This is an optimization exercise on Yosys and OpenROAD, whose aim is small area and a short achievable clock period, not a production implementation. In this exercise RTL edits were held to simulation tests only and were not proved equivalent to the original. Power and IR drop assume default switching activity.

ember:
## spi_ram_ctrl
module spi_ram_ctrl (
  input  logic       clk,
  input  logic       rst_n,
  input  logic [9:0] din,
  input  logic       rx_valid,
  output logic [7:0] dout,
  output logic       tx_valid,
  output logic       cmd_err
);
Size in the first run: ~4,200 cells after synthesis, about 2,300 flip-flops, ~23 I/O pins, roughly 0.080 mm2 of cells after synthesis.
Settings: LEC_CHECK=0, CAP_MARGIN=20, CORE_MARGIN=2, CORE_UTILIZATION=65, CTS_CLUSTER_DIAMETER=100, CTS_CLUSTER_SIZE=30, SETUP_SLACK_MARGIN=2.9, SLEW_MARGIN=20; clock period 5.0 ns.
standard.sh (not shown) runs the stock make flow with config.mk's settings and CLKGATE_MAP_FILE= SYNTH_SCRIPT=/design/flow/synth_recipe.tcl, a recipe that flattens the netlist after the stock synthesis.
==> flow/flow/run.sh <==
#!/bin/bash
# The standard layout, with the signal ports constrained to one die edge.
set -euo pipefail
bash standard.sh IO_CONSTRAINTS="$PWD/flow/io.tcl" finish > standard.log 2>&1
==> flow/flow/io.tcl <==
# Keep every signal port on the left edge, so the command, status and read-data
# registers sit close to their ports.
set_io_pin_constraint -pin_names {din[*] rx_valid rst_n dout[*] tx_valid cmd_err} -region left:*
ember: all stages complete, timing, DRC and antenna checks passed
Setup changes, ember to yarrow
- an added PLACE_DENSITY of 0.75
==> flow/run.sh (new file) <==
#!/bin/bash
# synth_recipe.tcl (not shown) runs the flow's synth.tcl, then flattens the netlist and writes it again
# the make line also repeats each setting of config.mk as NAME=value (left out here)
make -C /OpenROAD-flow-scripts/flow DESIGN_CONFIG=/design/flow/config.mk WORK_HOME=/design/flow/orfs CLKGATE_MAP_FILE= SYNTH_SCRIPT=/design/flow/synth_recipe.tcl finish
removed: flow/flow/run.sh
removed: flow/flow/io.tcl
removed: flow/standard.sh
==> run summary <==
- Pin slew with the least headroom to its limit in yarrow vs ember: down 0.096 ns
- Routed wire in yarrow totals less than in ember.
- STATUS post-layout worst setup margin: yarrow wins against ember
- Compared with ember, yarrow shows a lower final instance area.
- When the final numbers for ember and yarrow were put side by side, the synthesis-to-finish area growth turned out to be greater in ember.
- ember ended up with rd_lo[8] as its worst setup path startpoint; yarrow ended up with dout[7].
For willow, these inputs were changed with respect to yarrow:
- a deleted PLACE_DENSITY that had been 0.75
- a change of SETUP_SLACK_MARGIN from 2.9 to 3.0
[summary]
The higher slew of the pin with the lowest slew margin came out of yarrow.
Area: willow vs yarrow -> willow larger
Relative to yarrow, count of clock-buffer cells in the layout decreased by 2 in willow.
Worst hold margin for willow is higher than for yarrow.
Reported net switching power is higher on willow
The run with more setup slack is willow; yarrow has less.
When willow is set beside yarrow, its per-cell via count in the routed design turns out to be about 0.5% smaller.
Minimum clock period on willow is down relative to yarrow.
The number of setup buffers added after CTS of willow is higher than that of yarrow.
Taking yarrow as the reference, in willow number of global-route vias before repair +623, final core area utilization +0.82 points.
Relative to willow, the following input files were edited for sierra:
- SETUP_SLACK_MARGIN now 2.9, was 3.0
==> comparison <==
- Comparing willow with sierra, the power came out essentially unchanged.
- | wire length after detailed routing | willow vs sierra | ≈ equal |
- Any difference in first-pass GRT wire length between sierra and willow is small enough to ignore.
Setup changes, sierra to violet
- SETUP_SLACK_MARGIN changed from 2.9 to 2.65
[summary]
As far as clock power share is concerned, violet and sierra perform about the same.
Against sierra, cell area in violet fell slightly.
Going from sierra to violet, detailed route wirelength on metal3 went down by about 0.6%; relative area change from synthesis to final layout went down by 0.95 points; total power was more or less identical.

spi_ram_ctrl, a different RTL version from the one above (not shown whole).
Size in the first run: about 4300 cells after synthesis, about 2200 flip-flops.
clock: 5.0 ns
lec_check: 0
cap_margin: 20
core_margin: 2
core_utilization: 65
cts_cluster_diameter: 100
cts_cluster_size: 30
place_density: 0.75
setup_slack_margin: 2.9
slew_margin: 20
run.sh (not shown) runs the stock make flow with config.mk's settings and CLKGATE_MAP_FILE= SYNTH_SCRIPT=/design/flow/synth_recipe.tcl, a recipe that flattens the netlist after the stock synthesis.
Stock flow here: none of the scripts above is used.
The baseline completed with no timing, DRC or antenna violations.
Then changed:
- PLACE_DENSITY: 0.75 -> default
Effect: The changed run completed without violations. Clock skew is about the same. Cell count rose by 0.68%. Worst setup slack gets worse by 0.021 ns. Power grows by 0.46%. Flip-flop and latch count stays the same. Clock-buffer cell count climbs by 3. Via count drops by 0.96%. Sequential share of layout area decreases by 0.45 points. Global-route usage increases by 1.5 points. Non-clock buffer count is higher by 45. Die area is unchanged.

spi_ram_ctrl, a different RTL version from the one above (not shown whole).
Size in the first run: about 3800 cells after synthesis, about 2200 flip-flops, roughly 23 I/O pins, ~84000 sq um of cells after synthesis.
Settings: LEC_CHECK=0, CAP_MARGIN=20, CORE_MARGIN=2, CORE_UTILIZATION=40, SETUP_SLACK_MARGIN=2.5, SLEW_MARGIN=20; clock period 5.0 ns.
Edit:
Settings changed: SETUP_SLACK_MARGIN 2.5 to default.
After rerunning: Via count goes down by 0.31%. Count of clock-buffer cells in the layout goes down by 8. Routed wire length goes down by 1.6%. Core utilization goes down by 0.94 points. Setup slack got worse by 0.86 ns. Area after synthesis does not change.
Edit:
Settings changed: SETUP_SLACK_MARGIN from default to 3.0.
Effect: Global-route usage came out higher by 2.1 points; final cell count increases by a little under a tenth; clock power went down by a few percent; total power increases by a few percent.
Edit:
Settings changed: CORE_UTILIZATION 40 to 65, CTS_CLUSTER_DIAMETER from default to 100, CTS_CLUSTER_SIZE from default to 30, SETUP_SLACK_MARGIN 3.0 to 2.5.
- worst setup slack loses 0.13 ns
- routed wire length drops by about 16%
- area after synthesis stays the same
- total power drops by about 23%
- sequential power is about the same
- count of clock-buffer cells in the layout drops by 147
- fmax drops by 4.8%
- critical path depth climbs by 2
- sequential share of layout area climbs by 11 points
- cell count drops by about 25%

spi_ram_ctrl with an RTL version that a note above also has.
Size in the first run: ~4200 cells after synthesis.
// spi_ram_ctrl
module spi_ram_ctrl (
  input  logic       clk,
  input  logic       rst_n,
  input  logic [9:0] din,
  input  logic       rx_valid,
  output logic [7:0] dout,
  output logic       tx_valid,
  output logic       cmd_err
);
clock: 5.0 ns
lec_check: 0
cap_margin: 20
core_margin: 2
core_utilization: 65
cts_cluster_diameter: 60
cts_cluster_size: 30
setup_slack_margin: 2.9
slew_margin: 20
==> next run, changes <==
Settings changed: CTS_CLUSTER_DIAMETER 60 to 100, GPL_ROUTABILITY_DRIVEN set to 0.
Effect: Clock power shrinks by a quarter to a third. Routed wire length fell slightly. Die area is unchanged. Worst setup slack gets better by 0.072 ns. Count of clock-buffer cells in the layout is lower by 14. Synthesized area does not change. Critical path depth stays the same. Total power goes down by roughly a tenth. Non-clock buffer count stays the same.

## main
spi_ram_ctrl, a different RTL version from the one above (not shown whole).
For scale: roughly 4,200 cells after synthesis, roughly 2,300 flip-flops, ~23 I/O pins, roughly 81,000 um2 of cells after synthesis.
clock: 5.0 ns
lec_check: 0
cap_margin: 20
core_margin: 2
core_utilization: 65
cts_cluster_diameter: 100
cts_cluster_size: 20
setup_slack_margin: 2.7
slew_margin: 20
main ended with every stage complete and zero timing, DRC or antenna violations.
Relative to main, the following input files were edited for the feature branch:
- a change of SETUP_SLACK_MARGIN from 2.7 to 2.9
- a change of CTS_CLUSTER_SIZE from 20 to 30
==> comparison <==
The feature branch: PASS, flow complete, no timing, DRC or antenna violations. Lower number of CTS-inserted buffers among main and the feature branch: the feature branch. On fmax, main tracks the feature branch almost exactly. Antenna diode instance count grows by more than half when moving from main to the feature branch. In the feature branch the final cell count without fillers turned out 76 lower than in main. Summary — signed area change from the synthesized netlist to the final layout, the feature branch relative to main: lower, by 1.6 points. Going from main to the feature branch, the pin count of the biggest net entering global routing was found to have gone down by about 17%. Count of clock-buffer cells in the layout in the feature branch is 34% lower than in main. Post-route minimum period delta (main -> the feature branch): insignificant. Compared with main, in the feature branch summed area of non-filler cells in the final layout went down; total power went down.

[port drivers added, routing unchanged]
The results above use ideal ports. As a check the final layouts listed here were re-extracted and re-timed, cells and wires unchanged. Step 1 (the two cells are an assumption about what drives the block):
set clk [get_ports {clk}]
set_driving_cell -lib_cell sky130_fd_sc_hd__clkbuf_16 $clk
set_driving_cell -lib_cell sky130_fd_sc_hd__buf_2 [delete_from_list [all_inputs] $clk]
Step 2, shift: input delay + t, output delay - t, t = (earliest + latest rising clock arrival at the registers) / 2. This alone moves slack from input paths to output paths. Slacks: ideal ports / drivers / drivers and shift; pairs: ideal ports / drivers.
| run | t, ns | slack for setup (ns) | clock arrival spread, ns |
|---|---|---|---|
| ember | 0.803 | 2.577 / 2.532 / 2.185 | 0.033 / 0.032 |
| yarrow | 0.800 | 2.629 / 2.545 / 2.246 | 0.032 / 0.032 |
| willow | 0.801 | 2.647 / 2.566 / 2.301 | 0.031 / 0.031 |
| sierra | 0.786 | 2.655 / 2.578 / 2.200 | 0.038 / 0.038 |
| violet | 0.794 | 2.616 / 2.559 / 1.946 | 0.033 / 0.033 |
| the first run of note 2 | 0.790 | 2.627 / 2.551 / 2.249 | 0.045 / 0.045 |
| the second run of note 2 | 0.795 | 2.606 / 2.531 / 2.228 | 0.034 / 0.035 |
| the first run of note 3 | 0.927 | 2.370 / 2.370 / 1.852 | 0.060 / 0.060 |
| the second run of note 3 | 0.922 | 1.510 / 1.510 / 1.510 | 0.072 / 0.071 |
| the third run of note 3 | 0.917 | 2.505 / 2.428 / 2.168 | 0.064 / 0.064 |
| the fourth run of note 3 | 0.789 | 2.380 / 2.380 / 1.857 | 0.035 / 0.036 |
| the first run of note 4 | 0.843 | 2.583 / 2.506 / 2.013 | 0.039 / 0.039 |
| the second run of note 4 | 0.786 | 2.655 / 2.578 / 2.200 | 0.038 / 0.038 |
| main | 0.820 | 2.596 / 2.524 / 1.912 | 0.034 / 0.034 |
| the feature branch | 0.794 | 2.596 / 2.514 / 2.173 | 0.034 / 0.035 |
After both steps every run listed still meets setup and hold. The setup slack of main, which loses most, moves by -0.072 ns with the drivers and by -0.684 ns with both steps.
